Context: an optimization exercise on an open-source flow, tuned for small area, a short achievable clock period and few clock cycles per item. The choices shown serve that exercise and are no tape-out recipe.
At most, simulation tests tie the RTL to the original design; equivalence was not proved.
No activity file was given, so power comes from the tool's default toggle rates.

## run A
## dual_mode_word_queue
module dual_mode_word_queue #(
  parameter int DEPTH      = 16,
  parameter int WORD_WIDTH = 32
) (
  input  logic                           clk,
  input  logic                           rst,
  input  logic                           cfg_we,
  input  logic [dmwq_pkg::CFG_IDX_W-1:0] cfg_index,
  input  logic [dmwq_pkg::CAP_W-1:0]     cfg_data,
  input  logic                           in_valid,
  output logic                           in_ready,
  input  logic [1:0]                     kind,
  input  logic [WORD_WIDTH-1:0]          data_word,
  input  logic [3:0]                     position,
  output logic                           out_valid,
  input  logic                           out_ready,
  output logic [2:0]                     status,
  output logic [WORD_WIDTH-1:0]          read_word,
  output logic [dmwq_pkg::CAP_W-1:0]     count,
  output logic                           full_res,
  output logic                           empty_res
);
  localparam int CW      = dmwq_pkg::CAP_W;
  localparam int AW      = $clog2(DEPTH);
  localparam int CAP_MAX = (DEPTH < (2 ** CW) - 1) ? DEPTH : (2 ** CW) - 1;
  logic          mode;
  logic [AW-1:0] capm1;
  logic [CW-1:0] front;
  logic [CW-1:0] wptr;
  logic [CW-1:0] elem_count;
  logic          clr;
  logic          full_f;
  logic          deq_f;
  logic          rearm_f;
  logic          cz_f;
  logic             p1_v;
  logic [2:0]       p1_status;
  logic [DEPTH-1:0] p1_rsel;
  logic                  sk_v;
  logic [2:0]            sk_status;
  logic [WORD_WIDTH-1:0] sk_word;
  logic [CW-1:0]         sk_count;
  logic                  sk_full;
  logic                  sk_empty;
  logic          is_enq;
  logic          is_deq;
  logic          enq_ok;
  logic          deq_ok;
  logic          deq_rearm;
  logic          pos_in;
  logic [CW-1:0] cnt_inc;
  logic [CW-1:0] cnt_dec;
  logic [CW-1:0] wptr_inc;
  logic [CW-1:0] front_inc;
  logic          enq_full;
  logic          cnt_one;
  logic          deq_deq;
  logic          deq_rearm_n;
  ...
Size: ~1400 cells after synthesis, about 640 flip-flops, ~94 I/O pins, roughly 25000 µm² of cells after synthesis.
Settings: LEC_CHECK=0, ABC_CLOCK_PERIOD_IN_PS=2000, CAP_MARGIN=20, CORE_MARGIN=2, CORE_UTILIZATION=40, SETUP_SLACK_MARGIN=2.7, SLEW_MARGIN=20, SYNTH_HIERARCHICAL=1, SYNTH_MINIMUM_KEEP_SIZE=0; clock period 5.0 ns.
run.sh (not shown) runs the stock make flow with config.mk's settings and CLKGATE_MAP_FILE= SYNTH_SCRIPT=/design/flow/synth_recipe.tcl, a recipe that flattens the netlist after the stock synthesis.
Testbench counts of run A, summed over its fixed seeds: cycles 10,915, items 10,787.
Setup changes, run A to run B
diff --git a/flow/design.v b/flow/design.v
--- a/flow/design.v
+++ b/flow/design.v
@@ -258,38 +258,40 @@
       in_ready_r <= 1'b0;
       mode       <= dmwq_pkg::MODE_CIRCULAR;
       capm1      <= AW'(dmwq_pkg::eff_cap(dmwq_pkg::CAP_RESET, CW'(CAP_MAX)) - CW'(1));
       front      <= '0;
       wptr       <= '0;
       elem_count <= '0;
       full_f     <= 1'b0;
       deq_f      <= 1'b0;
       rearm_f    <= 1'b0;
       cz_f       <= 1'b1;
     end else begin
       clr <= 1'b0;
-      if (sk_v && out_ready) begin
-        status    <= sk_status;
-        read_word <= sk_word;
-        count     <= sk_count;
-        full_res  <= sk_full;
-        empty_res <= sk_empty;
-      end else if (p1_adv && (!out_valid || out_ready)) begin
-        status    <= p1_status;
-        read_word <= ram_rdata;
-        count     <= elem_count;
-        full_res  <= full_f;
-        empty_res <= cz_f;
+      if (!out_valid || out_ready) begin
+        if (sk_v) begin
+          status    <= sk_status;
+          read_word <= sk_word;
+          count     <= sk_count;
+          full_res  <= sk_full;
+          empty_res <= sk_empty;
+        end else begin
+          status    <= p1_status;
+          read_word <= ram_rdata;
+          count     <= elem_count;
+          full_res  <= full_f;
+          empty_res <= cz_f;
+        end
       end
-      if (p1_adv && (sk_v || (out_valid && !out_ready))) begin
+      if (!sk_v || out_ready) begin
         sk_status <= p1_status;
         sk_word   <= ram_rdata;
         sk_count  <= elem_count;
         sk_full   <= full_f;
         sk_empty  <= cz_f;
       end
       out_valid  <= sk_v || p1_v || (out_valid && !out_ready);
       sk_v       <= sk_v_next;
       p1_v       <= p1_v_next;
       in_ready_r <= !(p1_v_next && sk_v_next);
       if (cfg_hit) begin
         if (cfg_index == dmwq_pkg::CFG_MODE) begin
==> notes.md <==
Run B has completed all stages; timing, DRC and antenna checks passed. Min data required time at the worst endpoint across run B and run A: run B. Run B vs. run A: via count grew by 0.34%, die area held steady. Summary — routed wire length, run B relative to run A: lower, by 1.8%. Compared with run A, run B shows a share of cell area taken by flip-flops and latches that is 1.1 points lower. The run showing the smaller share of the core filled with cells in the final layout is run A. The insertion delay to the later sink of the worst-skew pair of run B is higher than that of run A. Going from run A to run B, register-to-register slack climbed 0.04 ns, power per cell area increased 16 nW/µm², headroom to the max-slew limit rose by 1.0 points, sequential group share of total power fell by 2.6 points, finished layout cell area increased about 1.7%. Lower part of the power in the clock network was reported by run A, not run B. When the final numbers for run B and run A were put side by side, the area taken by multi-input logic gates turned out to be smaller in run B.
Function not checked in run B: the RTL went through the layout flow alone.

* * *

Setup of garnet:
The RTL this note starts from:
==> flow/design.v <==
`timescale 1ns / 1ps
package dmwq_pkg;
  localparam int CAP_W = 5;
  localparam int CFG_IDX_W = 2;
  localparam logic [CFG_IDX_W-1:0] CFG_MODE     = 2'd0;
  localparam logic [CFG_IDX_W-1:0] CFG_CAPACITY = 2'd1;
  localparam logic             MODE_LINEAR   = 1'b0;
  localparam logic             MODE_CIRCULAR = 1'b1;
  localparam logic [CAP_W-1:0] CAP_RESET     = 5'd16;
  localparam logic [1:0] KIND_ENQUEUE = 2'd0;
  localparam logic [1:0] KIND_DEQUEUE = 2'd1;
  localparam logic [1:0] KIND_LOOKUP  = 2'd2;
  typedef enum logic [2:0] {
    ST_OK    = 3'd0,
    ST_FULL  = 3'd1,
    ST_NONE  = 3'd2,
    ST_RANGE = 3'd3,
    ST_UNSUP = 3'd4
  } status_t;
  function automatic logic [CAP_W-1:0] eff_cap(input logic [CAP_W-1:0] raw,
                                               input logic [CAP_W-1:0] cap_max);
    eff_cap = raw;
    if (raw == '0) begin
      eff_cap = CAP_W'(1);
    end else if (raw > cap_max) begin
      eff_cap = cap_max;
    end
  endfunction
endpackage
`timescale 1ns / 1ps
module dmwq_ram #(
  parameter int WIDTH = 32,
  parameter int DEPTH = 16
) (
  input  logic             clk,
  input  logic             clr,
  input  logic [DEPTH-1:0] we_row,
  input  logic [WIDTH-1:0] wdata,
  input  logic [DEPTH-1:0] rsel,
  output logic [WIDTH-1:0] rdata
);
  logic [WIDTH-1:0] mem [DEPTH];
  logic [WIDTH-1:0] wdata_c;
  assign wdata_c = wdata & {WIDTH{!clr}};
  always_ff @(posedge clk) begin
    for (int i = 0; i < DEPTH; i++) begin
      if (clr || we_row[i]) begin
        mem[i] <= wdata_c;
      end
    end
  end
  always_comb begin
    rdata = '0;
    for (int i = 0; i < DEPTH; i++) begin
      rdata = rdata | (mem[i] & {WIDTH{rsel[i]}});
    end
  end
endmodule
module dmwq_rowsel #(
  parameter int DEPTH = 16,
  localparam int AW = (DEPTH > 1) ? $clog2(DEPTH) : 1
) (
  input  logic             in_valid,
  input  logic [1:0]       kind,
  input  logic [AW-1:0]    position,
  input  logic [DEPTH-1:0] wr_row,
  input  logic [DEPTH-1:0] deq_row,
  input  logic [DEPTH-1:0] lkp_row,
  output logic [DEPTH-1:0] we_row,
  output logic [DEPTH-1:0] rsel
);
  logic is_enq;
  logic is_deq;
  logic is_lkp;
  assign is_enq = (kind == dmwq_pkg::KIND_ENQUEUE);
  assign is_deq = (kind == dmwq_pkg::KIND_DEQUEUE);
  assign is_lkp = (kind == dmwq_pkg::KIND_LOOKUP);
  always_comb begin
    for (int i = 0; i < DEPTH; i++) begin
      we_row[i] = in_valid && is_enq && wr_row[i];
      rsel[i]   = (is_deq && deq_row[i]) ||
                  (is_lkp && lkp_row[i] && (position == AW'(i)));
    end
  end
endmodule
`timescale 1ns / 1ps
module dual_mode_word_queue #(
  parameter int DEPTH      = 16,
  parameter int WORD_WIDTH = 32
) (
  input  logic                           clk,
  input  logic                           rst,
  input  logic                           cfg_we,
  input  logic [dmwq_pkg::CFG_IDX_W-1:0] cfg_index,
  input  logic [dmwq_pkg::CAP_W-1:0]     cfg_data,
  input  logic                           in_valid,
  output logic                           in_ready,
  input  logic [1:0]                     kind,
  input  logic [WORD_WIDTH-1:0]          data_word,
  input  logic [3:0]                     position,
  output logic                           out_valid,
  input  logic                           out_ready,
  output logic [2:0]                     status,
  output logic [WORD_WIDTH-1:0]          read_word,
  output logic [dmwq_pkg::CAP_W-1:0]     count,
  output logic                           full_res,
  output logic                           empty_res
);
  localparam int CW      = dmwq_pkg::CAP_W;
  localparam int AW      = $clog2(DEPTH);
  localparam int CAP_MAX = (DEPTH < (2 ** CW) - 1) ? DEPTH : (2 ** CW) - 1;
  logic          mode;
  logic [AW-1:0] capm1;
  logic [CW-1:0] front;
  logic [CW-1:0] wptr;
  logic [CW-1:0] elem_count;
  logic          clr;
  logic          full_f;
  logic          deq_f;
  logic          rearm_f;
  logic          cz_f;
  logic             p1_v;
  logic [2:0]       p1_status;
  logic [DEPTH-1:0] p1_rsel;
  logic                  sk_v;
  logic [2:0]            sk_status;
  logic [WORD_WIDTH-1:0] sk_word;
  logic [CW-1:0]         sk_count;
  logic                  sk_full;
  logic                  sk_empty;
  logic          is_enq;
  logic          is_deq;
  logic          enq_ok;
  logic          deq_ok;
  logic          deq_rearm;
  logic          pos_in;
  logic [CW-1:0] cnt_inc;
  logic [CW-1:0] cnt_dec;
  logic [CW-1:0] wptr_inc;
  logic [CW-1:0] front_inc;
  logic          enq_full;
  logic          cnt_one;
  logic          deq_deq;
  logic          deq_rearm_n;
  logic [2:0]    step_status;
  logic          accept;
  logic          p1_adv;
  logic          p1_v_next;
  logic          sk_v_next;
  logic          in_ready_r;
  logic          cfg_hit;
  logic [DEPTH-1:0]      wr_row;
  logic [DEPTH-1:0]      deq_row;
  logic [DEPTH-1:0]      lkp_row;
  logic [DEPTH-1:0]      we_row;
  logic [DEPTH-1:0]      rsel;
  logic [WORD_WIDTH-1:0] ram_rdata;
  assign in_ready = in_ready_r;
  assign accept   = in_valid && in_ready_r;
  assign cfg_hit  = cfg_we && (cfg_index == dmwq_pkg::CFG_MODE ||
                               cfg_index == dmwq_pkg::CFG_CAPACITY);
  assign p1_adv    = p1_v && (!sk_v || out_ready);
  assign p1_v_next = in_ready_r ? in_valid : (p1_v && !p1_adv);
  assign sk_v_next = sk_v ? (!out_ready || p1_v) :
                            (p1_v && out_valid && !out_ready);
  assign is_enq    = (kind == dmwq_pkg::KIND_ENQUEUE);
  assign is_deq    = (kind == dmwq_pkg::KIND_DEQUEUE);
  assign enq_ok    = is_enq && !full_f;
  assign deq_ok    = is_deq && deq_f;
  assign deq_rearm = is_deq && rearm_f;
  assign pos_in    = (position <= capm1);
  always_comb begin
    cnt_inc   = elem_count + CW'(1);
    cnt_dec   = elem_count - CW'(1);
    wptr_inc  = wptr + CW'(1);
    front_inc = front + CW'(1);
    if (mode == dmwq_pkg::MODE_CIRCULAR && wptr == CW'(capm1)) begin
      wptr_inc = '0;
    end
    if (mode == dmwq_pkg::MODE_CIRCULAR && front == CW'(capm1)) begin
      front_inc = '0;
    end
    enq_full    = (elem_count == CW'(capm1));
    cnt_one     = (elem_count == CW'(1));
    deq_deq     = (mode == dmwq_pkg::MODE_CIRCULAR) ? !cnt_one
                                                    : ((front + CW'(1)) < wptr);
    deq_rearm_n = (mode == dmwq_pkg::MODE_LINEAR) && (front == CW'(capm1));
  end
  always_comb begin
    step_status = dmwq_pkg::ST_OK;
    case (kind)
      dmwq_pkg::KIND_ENQUEUE: begin
        if (full_f) begin
          step_status = dmwq_pkg::ST_FULL;
        end
      end
      dmwq_pkg::KIND_DEQUEUE: begin
        if (!deq_f) begin
          step_status = dmwq_pkg::ST_NONE;
        end
      end
      dmwq_pkg::KIND_LOOKUP: begin
        if (mode != dmwq_pkg::MODE_LINEAR) begin
          step_status = dmwq_pkg::ST_UNSUP;
        end else if (cz_f) begin
          step_status = dmwq_pkg::ST_NONE;
        end else if (!pos_in) begin
          step_status = dmwq_pkg::ST_RANGE;
        end
      end
      default: begin
        step_status = dmwq_pkg::ST_UNSUP;
      end
    endcase
  end
  always_comb begin
    for (int i = 0; i < DEPTH; i++) begin
      wr_row[i]  = in_ready_r && !full_f && (wptr[AW-1:0] == AW'(i));
      deq_row[i] = deq_f && (front[AW-1:0] == AW'(i));
      lkp_row[i] = (mode == dmwq_pkg::MODE_LINEAR) && !cz_f && (AW'(i) <= capm1);
    end
  end
  dmwq_rowsel #(
    .DEPTH(DEPTH)
  ) u_rowsel (
    .in_valid(in_valid),
    .kind    (kind),
    .position(position),
    .wr_row  (wr_row),
    .deq_row (deq_row),
    .lkp_row (lkp_row),
    .we_row  (we_row),
    .rsel    (rsel)
  );
  dmwq_ram #(
    .WIDTH(WORD_WIDTH),
    .DEPTH(DEPTH)
  ) u_store (
    .clk   (clk),
    .clr   (clr),
    .we_row(we_row),
    .wdata (data_word),
    .rsel  (p1_rsel),
    .rdata (ram_rdata)
  );
  always_ff @(posedge clk) begin
    if (in_ready_r) begin
      p1_status <= step_status;
      p1_rsel   <= rsel;
    end
  end
  always_ff @(posedge clk) begin
    if (rst) begin
      clr        <= 1'b1;
      p1_v       <= 1'b0;
      sk_v       <= 1'b0;
      out_valid  <= 1'b0;
      in_ready_r <= 1'b0;
      mode       <= dmwq_pkg::MODE_CIRCULAR;
      capm1      <= AW'(dmwq_pkg::eff_cap(dmwq_pkg::CAP_RESET, CW'(CAP_MAX)) - CW'(1));
      front      <= '0;
      wptr       <= '0;
      elem_count <= '0;
      full_f     <= 1'b0;
      deq_f      <= 1'b0;
      rearm_f    <= 1'b0;
      cz_f       <= 1'b1;
    end else begin
      clr <= 1'b0;
      if (!out_valid || out_ready) begin
        if (sk_v) begin
          status    <= sk_status;
          read_word <= sk_word;
          count     <= sk_count;
          full_res  <= sk_full;
          empty_res <= sk_empty;
        end else begin
          status    <= p1_status;
          read_word <= ram_rdata;
          count     <= elem_count;
          full_res  <= full_f;
          empty_res <= cz_f;
        end
      end
      if (!sk_v || out_ready) begin
        sk_status <= p1_status;
        sk_word   <= ram_rdata;
        sk_count  <= elem_count;
        sk_full   <= full_f;
        sk_empty  <= cz_f;
      end
      out_valid  <= sk_v || p1_v || (out_valid && !out_ready);
      sk_v       <= sk_v_next;
      p1_v       <= p1_v_next;
      in_ready_r <= !(p1_v_next && sk_v_next);
      if (cfg_hit) begin
        if (cfg_index == dmwq_pkg::CFG_MODE) begin
          mode <= cfg_data[0];
        end else begin
          capm1 <= AW'(dmwq_pkg::eff_cap(cfg_data, CW'(CAP_MAX)) - CW'(1));
        end
        front      <= '0;
        wptr       <= '0;
        elem_count <= '0;
        full_f     <= 1'b0;
        deq_f      <= 1'b0;
        rearm_f    <= 1'b0;
        cz_f       <= 1'b1;
      end else if (accept) begin
        if (enq_ok) begin
          wptr       <= wptr_inc;
          elem_count <= cnt_inc;
          full_f     <= enq_full;
          deq_f      <= 1'b1;
          cz_f       <= 1'b0;
        end else if (deq_rearm) begin
          front      <= '0;
          wptr       <= '0;
          elem_count <= '0;
          full_f     <= 1'b0;
          deq_f      <= 1'b0;
          rearm_f    <= 1'b0;
          cz_f       <= 1'b1;
        end else if (deq_ok) begin
          front      <= front_inc;
          deq_f      <= deq_deq;
          rearm_f    <= deq_rearm_n;
          if (mode == dmwq_pkg::MODE_CIRCULAR) begin
            elem_count <= cnt_dec;
            full_f     <= 1'b0;
            cz_f       <= cnt_one;
          end
        end
      end
    end
  end
endmodule
make LEC_CHECK=0 ABC_CLOCK_PERIOD_IN_PS=2000 CAP_MARGIN=20 CORE_MARGIN=2 CORE_UTILIZATION=40 SETUP_SLACK_MARGIN=2.75 SLEW_MARGIN=20 finish   # period 5.0 ns
Changes in xenon relative to garnet:
--- a/flow/design.v
+++ b/flow/design.v
@@ -266,24 +266,22 @@
       rearm_f    <= 1'b0;
       cz_f       <= 1'b1;
     end else begin
       clr <= 1'b0;
-      if (!out_valid || out_ready) begin
-        if (sk_v) begin
-          status    <= sk_status;
-          read_word <= sk_word;
-          count     <= sk_count;
-          full_res  <= sk_full;
-          empty_res <= sk_empty;
-        end else begin
-          status    <= p1_status;
-          read_word <= ram_rdata;
-          count     <= elem_count;
-          full_res  <= full_f;
-          empty_res <= cz_f;
-        end
+      if (sk_v && out_ready) begin
+        status    <= sk_status;
+        read_word <= sk_word;
+        count     <= sk_count;
+        full_res  <= sk_full;
+        empty_res <= sk_empty;
+      end else if (p1_adv && (!out_valid || out_ready)) begin
+        status    <= p1_status;
+        read_word <= ram_rdata;
+        count     <= elem_count;
+        full_res  <= full_f;
+        empty_res <= cz_f;
       end
-      if (!sk_v || out_ready) begin
+      if (p1_adv && (sk_v || (out_valid && !out_ready))) begin
         sk_status <= p1_status;
         sk_word   <= ram_rdata;
         sk_count  <= elem_count;
         sk_full   <= full_f;
Results
- Later-pin clock latency in the skew report: xenon vs garnet — no meaningful difference
- Cell at the slowest stage of the critical path = edfxtp_1: xenon; cell at the slowest stage of the critical path = clkdlybuf4s15_1: garnet
- Compared with garnet, in xenon share of final layout cell area taken by clock buffers and inverters now sits higher; average size of a mapped cell shows a reduction of about 1.2%; critical path depth lost 5; length of routed met2 wiring went up.
- Going from garnet to xenon, final design instance area without fill has increased; sequential standard cell area has remained practically unchanged; routed wire length on met3 has decreased; total standard cell area after synthesis has remained practically unchanged.
- garnet → xenon: number of iterations in the first detailed-routing pass -2, non-clock buffer total of the final layout +about 3.4%.
- The count of cells along the worst register-to-register path of xenon exceeds that of garnet by 1.
- Static power due to leakage (xenon over garnet): increase, 3.2%
- xenon reports its critical path start-end classification as register to output port while garnet reports input pin to register.
Testbench counts of xenon, summed over its fixed seeds: cycles 10,915, items 10,787.
For garnet, only the layout was checked, not whether the RTL still works.

port drivers added, routing unchanged:
The results above use ideal ports. As a check the final layouts listed here were re-extracted and re-timed, cells and wires unchanged. Step 1 (the two cells are an assumption about what drives the block):
set clk [get_ports {clk}]
set_driving_cell -lib_cell sky130_fd_sc_hd__clkbuf_16 $clk
set_driving_cell -lib_cell sky130_fd_sc_hd__buf_2 [delete_from_list [all_inputs] $clk]
Step 2 times the ports against the registers' clock, not the clock port: input delays grow and output delays shrink by t, the midpoint of the rising clock arrivals with the driver on. a / b / c = ideal ports / drivers / drivers and shift; a / b = the first two.
run	shift t [ns]	setup slack, ns	hold WS [ns]	clock arrival spread, ns	worst data-port slew with drivers (ns)
run A	0.637	2.738 / 2.697 / 2.135	0.452 / 0.452 / 0.452	0.024 / 0.025	0.04
run B	0.655	2.751 / 2.692 / 2.152	0.452 / 0.452 / 0.452	0.023 / 0.023	0.05
garnet	0.653	2.771 / 2.727 / 2.140	0.452 / 0.452 / 0.452	0.022 / 0.023	0.05
xenon	0.653	2.787 / 2.727 / 2.218	0.459 / 0.459 / 0.459	0.022 / 0.022	0.05
After both steps every run listed still meets setup and hold. The setup slack of garnet, which loses most, moves by -0.044 ns with the drivers and by -0.631 ns with both steps.
